Source: an optimization exercise on an open RTL-to-GDS flow (aim: small area, a short achievable clock period and few clock cycles per item). Production flows keep margins and buffers that such runs may drop.
Where RTL was checked, it was by simulation tests only, not by an equivalence proof against the original.
No activity file was given, so power comes from the tool's default toggle rates.

== the baseline ==
==> module trit_dma_top, before the edit <==
module trit_dma_top (
    input  wire                       i_clk,
    input  wire                       i_arst,
    output logic                      o_finish_int,
    input  wire                       i_slave_write,
    input  wire                       i_slave_read,
    input  trit_dma_pkg::saddr_t      i_slave_address,
    input  trit_dma_pkg::sword_t      i_slave_writedata,
    input  wire [32/8-1:0]   i_slave_byteenable,
    output trit_dma_pkg::sword_t      o_slave_readdata,
    output logic                      o_slave_waitrequest,
    output logic                      o_slave_readdatavalid,
    output trit_dma_pkg::maddr_t      o_master_address,
    output logic                      o_master_read,
    output logic                      o_master_write,
    output trit_dma_pkg::mword_t      o_master_writedata,
    output logic [16-1:0]      o_master_byteenable,
    input  wire                       i_master_waitrequest,
    input  trit_dma_pkg::mword_t      i_master_readdata,
    input  wire                       i_master_readdatavalid
);
    localparam int DEPTH = 3;           
    localparam int PTR_W = (DEPTH > 1) ? $clog2(DEPTH) : 1;
    localparam int NB    = 16;
    localparam int LASTW = 6 - 1;
    trit_dma_pkg::sword_t src_reg;
    trit_dma_pkg::sword_t dst_reg;
    trit_dma_pkg::tick_t  tick_cnt;
    logic                 busy;
    logic                 finish;
    logic                 first;      
    logic                 start;
    assign o_slave_waitrequest   = 1'b0;
    assign o_slave_readdatavalid = i_slave_read;
    assign o_finish_int          = finish;
    assign start = i_slave_write && (i_slave_address == 3'd0) &&
                   i_slave_byteenable[0] && i_slave_writedata[1];
    always_ff @(posedge i_clk or posedge i_arst) begin
        if (i_arst) begin
            src_reg <= '0;
            dst_reg <= '0;
        end else if (i_slave_write) begin
            for (int i = 0; i < 32/8; i++) begin
                if (i_slave_byteenable[i]) begin
                    if (i_slave_address == 3'd1) src_reg[8*i +: 8] <= i_slave_writedata[8*i +: 8];
                    if (i_slave_address == 3'd2) dst_reg[8*i +: 8] <= i_slave_writedata[8*i +: 8];
                end
            end
        end
    end
    always_ff @(posedge i_clk or posedge i_arst) begin
        if (i_arst) begin
            tick_cnt <= '0;
        end else if (first) begin
            tick_cnt <= '0;
        end else if (busy) begin
            tick_cnt <= tick_cnt + 1'b1;
        end
    end
    always_comb begin
        case (i_slave_address)
            3'd0:      o_slave_readdata = {30'd0, busy, finish};
            3'd1:     o_slave_readdata = src_reg;
            3'd2:     o_slave_readdata = dst_reg;
            3'd3: o_slave_readdata = tick_cnt[31:0];
            3'd4: o_slave_readdata = tick_cnt[63:32];
            default:         o_slave_readdata = '0;
        endcase
    end
    logic [2:0]       rd_idx;     
    logic [2:0]       wr_idx;     
    logic [1:0]       avail;      
    logic [1:0]       cred;       
    logic             rd_q;
    logic             wr_q;
    logic             rd_acc;
    logic             wr_acc;
    logic             last_wr;
    logic [2:0]       rd_idx_n;
    logic [2:0]       wr_idx_n;
    logic [1:0]       avail_n;
    logic [1:0]       cred_n;
    logic             room_n;
    logic             rd_n;
    logic             wr_n;
    trit_dma_pkg::maddr_t addr_q;     
    assign o_master_read       = rd_q;
    assign o_master_write      = wr_q;
    assign rd_acc              = rd_q && !i_master_waitrequest;
    assign wr_acc              = wr_q && !i_master_waitrequest;
    assign last_wr             = wr_acc && (wr_idx == 3'(LASTW));
    assign o_master_byteenable = {16{1'b1}};
    assign o_master_address    = addr_q;
    assign rd_idx_n = rd_idx + 3'(rd_acc);
    assign wr_idx_n = wr_idx + 3'(wr_acc);
    assign avail_n  = avail + 2'(i_master_readdatavalid) - 2'(wr_acc);
    assign cred_n   = cred - 2'(rd_acc) + 2'(wr_acc);
    assign room_n   = (rd_idx_n != 3'(LASTW + 1)) && (cred_n != 2'd0);
    assign rd_n     = (rd_q && i_master_waitrequest) ||
                      (!(wr_q && i_master_waitrequest) && room_n);
    assign wr_n     = (wr_q && i_master_waitrequest) ||
                      (!(rd_q && i_master_waitrequest) && !room_n && (avail_n != 2'd0));
    always_ff @(posedge i_clk) begin
        if (start) begin
            addr_q <= src_reg[28-1:0];
        end else if (wr_n) begin
            addr_q <= dst_reg[28-1:0] + 28'(wr_idx_n);
        end else begin
            addr_q <= src_reg[28-1:0] + 28'(rd_idx_n);
        end
    end
    always_ff @(posedge i_clk or posedge i_arst) begin
        if (i_arst) begin
            busy   <= 1'b0;
            finish <= 1'b0;
            first  <= 1'b0;
            rd_q   <= 1'b0;
            wr_q   <= 1'b0;
            rd_idx <= '0;
            wr_idx <= '0;
            avail  <= '0;
            cred   <= '0;
        end else begin
            first <= start;
            if (start) begin
                busy   <= 1'b1;
                finish <= 1'b0;
                rd_q   <= 1'b1;
                wr_q   <= 1'b0;
                rd_idx <= '0;
                wr_idx <= '0;
                avail  <= '0;
                cred   <= 2'(DEPTH);
            end else begin
                rd_idx <= rd_idx_n;
                wr_idx <= wr_idx_n;
                avail  <= avail_n;
                cred   <= cred_n;
                if (last_wr) begin
                    busy   <= 1'b0;
                    finish <= 1'b1;
                    rd_q   <= 1'b0;
                    wr_q   <= 1'b0;
                end else if (busy) begin
                    rd_q <= rd_n;
                    wr_q <= wr_n;
                end
            end
        end
    end
    logic [2*NB-1:0]  buf_q [DEPTH];
    logic [DEPTH-1:0] rx_sel;     
    logic [DEPTH-1:0] wr_sel;     
    logic             tail_ok;    
    always_ff @(posedge i_clk or posedge i_arst) begin
        if (i_arst) begin
            rx_sel  <= DEPTH'(1);
            wr_sel  <= DEPTH'(1);
            tail_ok <= 1'b1;
        end else if (start) begin
            rx_sel  <= DEPTH'(1);
            wr_sel  <= DEPTH'(1);
            tail_ok <= 1'b1;
        end else begin
            if (i_master_readdatavalid) rx_sel <= {rx_sel[DEPTH-2:0], rx_sel[DEPTH-1]};
            if (wr_acc) begin
                wr_sel  <= {wr_sel[DEPTH-2:0], wr_sel[DEPTH-1]};
                tail_ok <= (wr_idx != 3'(LASTW - 1));
            end
        end
    end
    always_ff @(posedge i_clk) begin
        for (int e = 0; e < DEPTH; e++) begin
            if (i_master_readdatavalid && rx_sel[e]) begin
                for (int j = 0; j < NB; j++) buf_q[e][2*j +: 2] <= i_master_readdata[8*j +: 2];
            end
        end
    end
    always_comb begin
        logic [1:0] t;
        for (int j = 0; j < NB; j++) begin
            t = '0;
            for (int e = 0; e < DEPTH; e++) begin
                if (wr_sel[e] && (j == 0 || e != (LASTW % DEPTH) || tail_ok)) t = t | buf_q[e][2*j +: 2];
            end
            o_master_writedata[8*j +: 8] = {{6{t[1]}}, t};
        end
    end
endmodule
==> flow/config.mk <==
export PLATFORM = sky130hd
export DESIGN_NAME = trit_dma_top
export DESIGN_NICKNAME = trit_dma_top
export VERILOG_FILES = /design/flow/design.v
export SDC_FILE = /design/flow/constraint.sdc
export NUM_CORES = 4
export LEC_CHECK = 0
export CAP_MARGIN = 20
export CORE_MARGIN = 2
export CORE_UTILIZATION = 40
export SETUP_SLACK_MARGIN = 2.0
export SLEW_MARGIN = 20
export TNS_END_PERCENT = 0
==> flow/constraint.sdc <==
create_clock -name core_clock -period 5.0 [get_ports {i_clk}]
set_input_delay 1.0000 -clock core_clock [delete_from_list [all_inputs] [get_ports {i_clk}]]
set_output_delay 1.0000 -clock core_clock [all_outputs]
set_load 0.01 [all_outputs]
standard.sh (not shown) runs the stock make flow with config.mk's settings and CLKGATE_MAP_FILE= SYNTH_SCRIPT=/design/flow/synth_recipe.tcl, a recipe that flattens the netlist after the stock synthesis.
==> flow/flow/run.sh <==
#!/bin/bash
set -euo pipefail
cd "$(dirname "$0")/.."
bash standard.sh BUFFER_PORTS_ARGS="-buffer_cell sky130_fd_sc_hd__buf_1" finish > standard_flow.log 2>&1
Testbench counts of the baseline, summed over its fixed seeds: cycles 5,654, transfers 320.
### the baseline -> the candidate
--- a/flow/design.v
+++ b/flow/design.v
@@ -117,18 +117,16 @@
     assign room_n   = (rd_idx_n != 3'(LASTW + 1)) && (cred_n != 2'd0);
     assign rd_n     = (rd_q && i_master_waitrequest) ||
                       (!(wr_q && i_master_waitrequest) && room_n);
     assign wr_n     = (wr_q && i_master_waitrequest) ||
                       (!(rd_q && i_master_waitrequest) && !room_n && (avail_n != 2'd0));
+    trit_dma_pkg::maddr_t base_n;
+    logic [2:0]           idx_n;
+    assign base_n = (wr_n && !start) ? dst_reg[28-1:0] : src_reg[28-1:0];
+    assign idx_n  = start ? 3'd0 : wr_n ? wr_idx_n : rd_idx_n;
     always_ff @(posedge i_clk) begin
-        if (start) begin
-            addr_q <= src_reg[28-1:0];
-        end else if (wr_n) begin
-            addr_q <= dst_reg[28-1:0] + 28'(wr_idx_n);
-        end else begin
-            addr_q <= src_reg[28-1:0] + 28'(rd_idx_n);
-        end
+        addr_q <= base_n + 28'(idx_n);
     end
     always_ff @(posedge i_clk or posedge i_arst) begin
         if (i_arst) begin
             busy   <= 1'b0;
             finish <= 1'b0;
- Where total power is concerned, the baseline is better than the candidate.
- The candidate: relative area change from synthesis to final layout is 2.1 points higher than what the baseline reported.
- The candidate vs. the baseline: fraction of final layout cells sized beyond drive strength 1 rose by 3.5 points; mux contribution to synthesized area moved up; required time reported for the critical path endpoint shows an increase of 1420 ps; die height saw a decrease.
- Compared with the baseline, in the candidate period utilization went up 8.9 points; total number of nets in the final design shrank by about 3.3%; total wire length decreased by 6.3% relative to the old numbers; number of antenna violations at the first check in global routing +4; critical path depth went up by 11.
- The candidate packs its core more tightly than the baseline.
- Summary of the candidate over the baseline: first-iteration DRC count moved down; worst stage delay on the critical path moved down.
The RTL of the candidate was laid out without a check of its function.

========
== JK ==
The RTL this note starts from:
==> flow/design.v <==
`default_nettype none
package trit_dma_pkg;
    typedef logic [128-1:0] mword_t;
    typedef logic [28-1:0] maddr_t;
    typedef logic [32-1:0] sword_t;
    typedef logic [3-1:0] saddr_t;
    typedef logic [1:0] trit_t;
    typedef logic [2*27-1:0] trit_row_t;
    typedef logic [63:0] tick_t;
    typedef enum logic [1:0] {
        IDLE,
        LOAD,
        STORE,
        DONE
    } seq_state_t;
endpackage
`default_nettype wire
`timescale 1ns/1ps
`default_nettype none
module trit_dma_top (
    input  wire                       i_clk,
    input  wire                       i_arst,
    output logic                      o_finish_int,
    input  wire                       i_slave_write,
    input  wire                       i_slave_read,
    input  trit_dma_pkg::saddr_t      i_slave_address,
    input  trit_dma_pkg::sword_t      i_slave_writedata,
    input  wire [32/8-1:0]   i_slave_byteenable,
    output trit_dma_pkg::sword_t      o_slave_readdata,
    output logic                      o_slave_waitrequest,
    output logic                      o_slave_readdatavalid,
    output trit_dma_pkg::maddr_t      o_master_address,
    output logic                      o_master_read,
    output logic                      o_master_write,
    output trit_dma_pkg::mword_t      o_master_writedata,
    output logic [16-1:0]      o_master_byteenable,
    input  wire                       i_master_waitrequest,
    input  trit_dma_pkg::mword_t      i_master_readdata,
    input  wire                       i_master_readdatavalid
);
    localparam int DEPTH = 3;           
    localparam int PTR_W = (DEPTH > 1) ? $clog2(DEPTH) : 1;
    localparam int NB    = 16;
    localparam int LASTW = 6 - 1;
    trit_dma_pkg::sword_t src_reg;
    trit_dma_pkg::sword_t dst_reg;
    trit_dma_pkg::tick_t  tick_cnt;
    logic                 busy;
    logic                 finish;
    logic                 first;      
    logic                 start;
    assign o_slave_waitrequest   = 1'b0;
    assign o_slave_readdatavalid = i_slave_read;
    assign o_finish_int          = finish;
    assign start = i_slave_write && (i_slave_address == 3'd0) &&
                   i_slave_byteenable[0] && i_slave_writedata[1];
    always_ff @(posedge i_clk or posedge i_arst) begin
        if (i_arst) begin
            src_reg <= '0;
            dst_reg <= '0;
        end else if (i_slave_write) begin
            for (int i = 0; i < 32/8; i++) begin
                if (i_slave_byteenable[i]) begin
                    if (i_slave_address == 3'd1) src_reg[8*i +: 8] <= i_slave_writedata[8*i +: 8];
                    if (i_slave_address == 3'd2) dst_reg[8*i +: 8] <= i_slave_writedata[8*i +: 8];
                end
            end
        end
    end
    always_ff @(posedge i_clk or posedge i_arst) begin
        if (i_arst) begin
            tick_cnt <= '0;
        end else if (first) begin
            tick_cnt <= '0;
        end else if (busy) begin
            tick_cnt <= tick_cnt + 1'b1;
        end
    end
    always_comb begin
        o_slave_readdata = '0;
        if (i_slave_read) begin
            case (i_slave_address)
                3'd0:      o_slave_readdata = {30'd0, busy, finish};
                3'd1:     o_slave_readdata = src_reg;
                3'd2:     o_slave_readdata = dst_reg;
                3'd3: o_slave_readdata = tick_cnt[31:0];
                3'd4: o_slave_readdata = tick_cnt[63:32];
                default:         o_slave_readdata = '0;
            endcase
        end
    end
    logic [2:0]       rd_idx;     
    logic [2:0]       wr_idx;     
    logic [1:0]       avail;      
    logic [1:0]       cred;       
    logic             rd_q;
    logic             wr_q;
    logic             rd_acc;
    logic             wr_acc;
    logic             last_wr;
    logic [2:0]       rd_idx_n;
    logic [2:0]       wr_idx_n;
    logic [1:0]       avail_n;
    logic [1:0]       cred_n;
    logic             room_n;
    logic             rd_n;
    logic             wr_n;
    trit_dma_pkg::maddr_t addr_q;     
    assign o_master_read       = rd_q;
    assign o_master_write      = wr_q;
    assign rd_acc              = rd_q && !i_master_waitrequest;
    assign wr_acc              = wr_q && !i_master_waitrequest;
    assign last_wr             = wr_acc && (wr_idx == 3'(LASTW));
    assign o_master_byteenable = {16{1'b1}};
    assign o_master_address    = addr_q;
    assign rd_idx_n = rd_idx + 3'(rd_acc);
    assign wr_idx_n = wr_idx + 3'(wr_acc);
    assign avail_n  = avail + 2'(i_master_readdatavalid) - 2'(wr_acc);
    assign cred_n   = cred - 2'(rd_acc) + 2'(wr_acc);
    assign room_n   = (rd_idx_n != 3'(LASTW + 1)) && (cred_n != 2'd0);
    assign rd_n     = (rd_q && i_master_waitrequest) ||
                      (!(wr_q && i_master_waitrequest) && room_n);
    assign wr_n     = (wr_q && i_master_waitrequest) ||
                      (!(rd_q && i_master_waitrequest) && !room_n && (avail_n != 2'd0));
    always_ff @(posedge i_clk) begin
        if (start) begin
            addr_q <= src_reg[28-1:0];
        end else if (wr_n) begin
            addr_q <= dst_reg[28-1:0] + 28'(wr_idx_n);
        end else begin
            addr_q <= src_reg[28-1:0] + 28'(rd_idx_n);
        end
    end
    always_ff @(posedge i_clk or posedge i_arst) begin
        if (i_arst) begin
            busy   <= 1'b0;
            finish <= 1'b0;
            first  <= 1'b0;
            rd_q   <= 1'b0;
            wr_q   <= 1'b0;
            rd_idx <= '0;
            wr_idx <= '0;
            avail  <= '0;
            cred   <= '0;
        end else begin
            first <= start;
            if (start) begin
                busy   <= 1'b1;
                finish <= 1'b0;
                rd_q   <= 1'b1;
                wr_q   <= 1'b0;
                rd_idx <= '0;
                wr_idx <= '0;
                avail  <= '0;
                cred   <= 2'(DEPTH);
            end else begin
                rd_idx <= rd_idx_n;
                wr_idx <= wr_idx_n;
                avail  <= avail_n;
                cred   <= cred_n;
                if (last_wr) begin
                    busy   <= 1'b0;
                    finish <= 1'b1;
                    rd_q   <= 1'b0;
                    wr_q   <= 1'b0;
                end else if (busy) begin
                    rd_q <= rd_n;
                    wr_q <= wr_n;
                end
            end
        end
    end
    logic [2*NB-1:0]  buf_q [DEPTH];
    logic [DEPTH-1:0] rx_sel;     
    logic [DEPTH-1:0] wr_sel;     
    logic             tail_ok;    
    always_ff @(posedge i_clk or posedge i_arst) begin
        if (i_arst) begin
            rx_sel <= DEPTH'(1);
            wr_sel <= DEPTH'(1);
        end else if (start) begin
            rx_sel <= DEPTH'(1);
            wr_sel <= DEPTH'(1);
        end else begin
            if (i_master_readdatavalid) rx_sel <= {rx_sel[DEPTH-2:0], rx_sel[DEPTH-1]};
            if (wr_acc) wr_sel <= {wr_sel[DEPTH-2:0], wr_sel[DEPTH-1]};
        end
    end
    always_ff @(posedge i_clk) begin
        for (int e = 0; e < DEPTH; e++) begin
            if (i_master_readdatavalid && rx_sel[e]) begin
                for (int j = 0; j < NB; j++) buf_q[e][2*j +: 2] <= i_master_readdata[8*j +: 2];
            end
        end
    end
    assign tail_ok = (wr_idx != 3'(LASTW));
    always_comb begin
        logic [1:0] t;
        for (int j = 0; j < NB; j++) begin
            t = '0;
            for (int e = 0; e < DEPTH; e++) begin
                if (wr_sel[e] && (j == 0 || e != (LASTW % DEPTH) || tail_ok)) t = t | buf_q[e][2*j +: 2];
            end
            o_master_writedata[8*j +: 8] = {{6{t[1]}}, t};
        end
    end
endmodule
`default_nettype wire
Settings: LEC_CHECK=0, CAP_MARGIN=20, CORE_MARGIN=2, CORE_UTILIZATION=40, SETUP_SLACK_MARGIN=1.5, SLEW_MARGIN=20; clock period 5.0 ns.
run.sh (not shown) runs the stock make flow with config.mk's settings and CLKGATE_MAP_FILE= SYNTH_SCRIPT=/design/flow/synth_recipe.tcl, a recipe that flattens the netlist after the stock synthesis.
Stock flow here: none of the scripts above is used.
Setup changes, JK to MS
--- a/flow/design.v
+++ b/flow/design.v
@@ -101,38 +101,23 @@
     logic [2:0]       rd_idx_n;
     logic [2:0]       wr_idx_n;
     logic [1:0]       avail_n;
     logic [1:0]       cred_n;
     logic             room_n;
-    logic             rd_n;
-    logic             wr_n;
-    trit_dma_pkg::maddr_t addr_q;     
     assign o_master_read       = rd_q;
     assign o_master_write      = wr_q;
     assign rd_acc              = rd_q && !i_master_waitrequest;
     assign wr_acc              = wr_q && !i_master_waitrequest;
     assign last_wr             = wr_acc && (wr_idx == 3'(LASTW));
     assign o_master_byteenable = {16{1'b1}};
-    assign o_master_address    = addr_q;
+    assign o_master_address    = wr_q ? dst_reg[28-1:0] + 28'(wr_idx)
+                                      : src_reg[28-1:0] + 28'(rd_idx);
     assign rd_idx_n = rd_idx + 3'(rd_acc);
     assign wr_idx_n = wr_idx + 3'(wr_acc);
     assign avail_n  = avail + 2'(i_master_readdatavalid) - 2'(wr_acc);
     assign cred_n   = cred - 2'(rd_acc) + 2'(wr_acc);
     assign room_n   = (rd_idx_n != 3'(LASTW + 1)) && (cred_n != 2'd0);
-    assign rd_n     = (rd_q && i_master_waitrequest) ||
-                      (!(wr_q && i_master_waitrequest) && room_n);
-    assign wr_n     = (wr_q && i_master_waitrequest) ||
-                      (!(rd_q && i_master_waitrequest) && !room_n && (avail_n != 2'd0));
-    always_ff @(posedge i_clk) begin
-        if (start) begin
-            addr_q <= src_reg[28-1:0];
-        end else if (wr_n) begin
-            addr_q <= dst_reg[28-1:0] + 28'(wr_idx_n);
-        end else begin
-            addr_q <= src_reg[28-1:0] + 28'(rd_idx_n);
-        end
-    end
     always_ff @(posedge i_clk or posedge i_arst) begin
         if (i_arst) begin
             busy   <= 1'b0;
             finish <= 1'b0;
             first  <= 1'b0;
@@ -162,12 +147,14 @@
                     busy   <= 1'b0;
                     finish <= 1'b1;
                     rd_q   <= 1'b0;
                     wr_q   <= 1'b0;
                 end else if (busy) begin
-                    rd_q <= rd_n;
-                    wr_q <= wr_n;
+                    rd_q <= (rd_q && i_master_waitrequest) ||
+                            (!(wr_q && i_master_waitrequest) && room_n);
+                    wr_q <= (wr_q && i_master_waitrequest) ||
+                            (!(rd_q && i_master_waitrequest) && !room_n && (avail_n != 2'd0));
                 end
             end
         end
     end
     logic [2*NB-1:0]  buf_q [DEPTH];
Findings:
- Taking JK over MS, the number of clock sinks ratio works out to 1.11.
- MS reports a higher utilization than JK does.
- From JK to MS the numbers moved as follows: worst setup slack moved down, depth of the most critical reg-to-reg path now sits lower.
- | routing usage on met3 | MS vs JK | ≈ equal |
- MS reports its startpoint of the most critical setup path as src_reg[5] while JK reports wr_idx[1].
- Area after synthesis, JK and MS: larger value in JK
Testbench counts of MS, summed over its fixed seeds: cycles 5,654, transfers 320.
Only the layout flow was run in JK; the RTL was not checked for function there.

[what the ideal ports hide]
No port has a modelled driver above. Below, the same layouts with a new extraction and two added sets of constraints. Step 1: set_driving_cell puts a clkbuf_16 on i_clk and a buf_2 on each other input, an assumption about the parent block. Step 2 also shifts input and output timing later by t, the mid clock arrival at the registers, as if the neighbouring blocks saw the same clock. Three values: ideal, step 1, step 2; two values: the first two.
run | t (ns) | setup WS [ns] | worst hold slack (ns) | worst setup path after step 2 | cell pins on the clock port's net
the baseline | 0.605 | 1.642 / 1.595 / 1.149 | 0.453 / 0.426 / 0.503 | input to register | 1
the candidate | 0.596 | 1.195 / 1.197 / 0.601 | 0.506 / 0.506 / 0.506 | input to register | 1
JK | 0.606 | 1.464 / 1.415 / 1.017 | 0.510 / 0.510 / 0.510 | input to register | 1
MS | 0.603 | 1.254 / 1.203 / 1.408 | 0.508 / 0.508 / 0.508 | input to output | 1
After both steps setup and hold are still met in every run listed. For the candidate, which loses most, drivers alone change the setup slack by +0.002 ns; drivers and shift together by -0.594 ns.
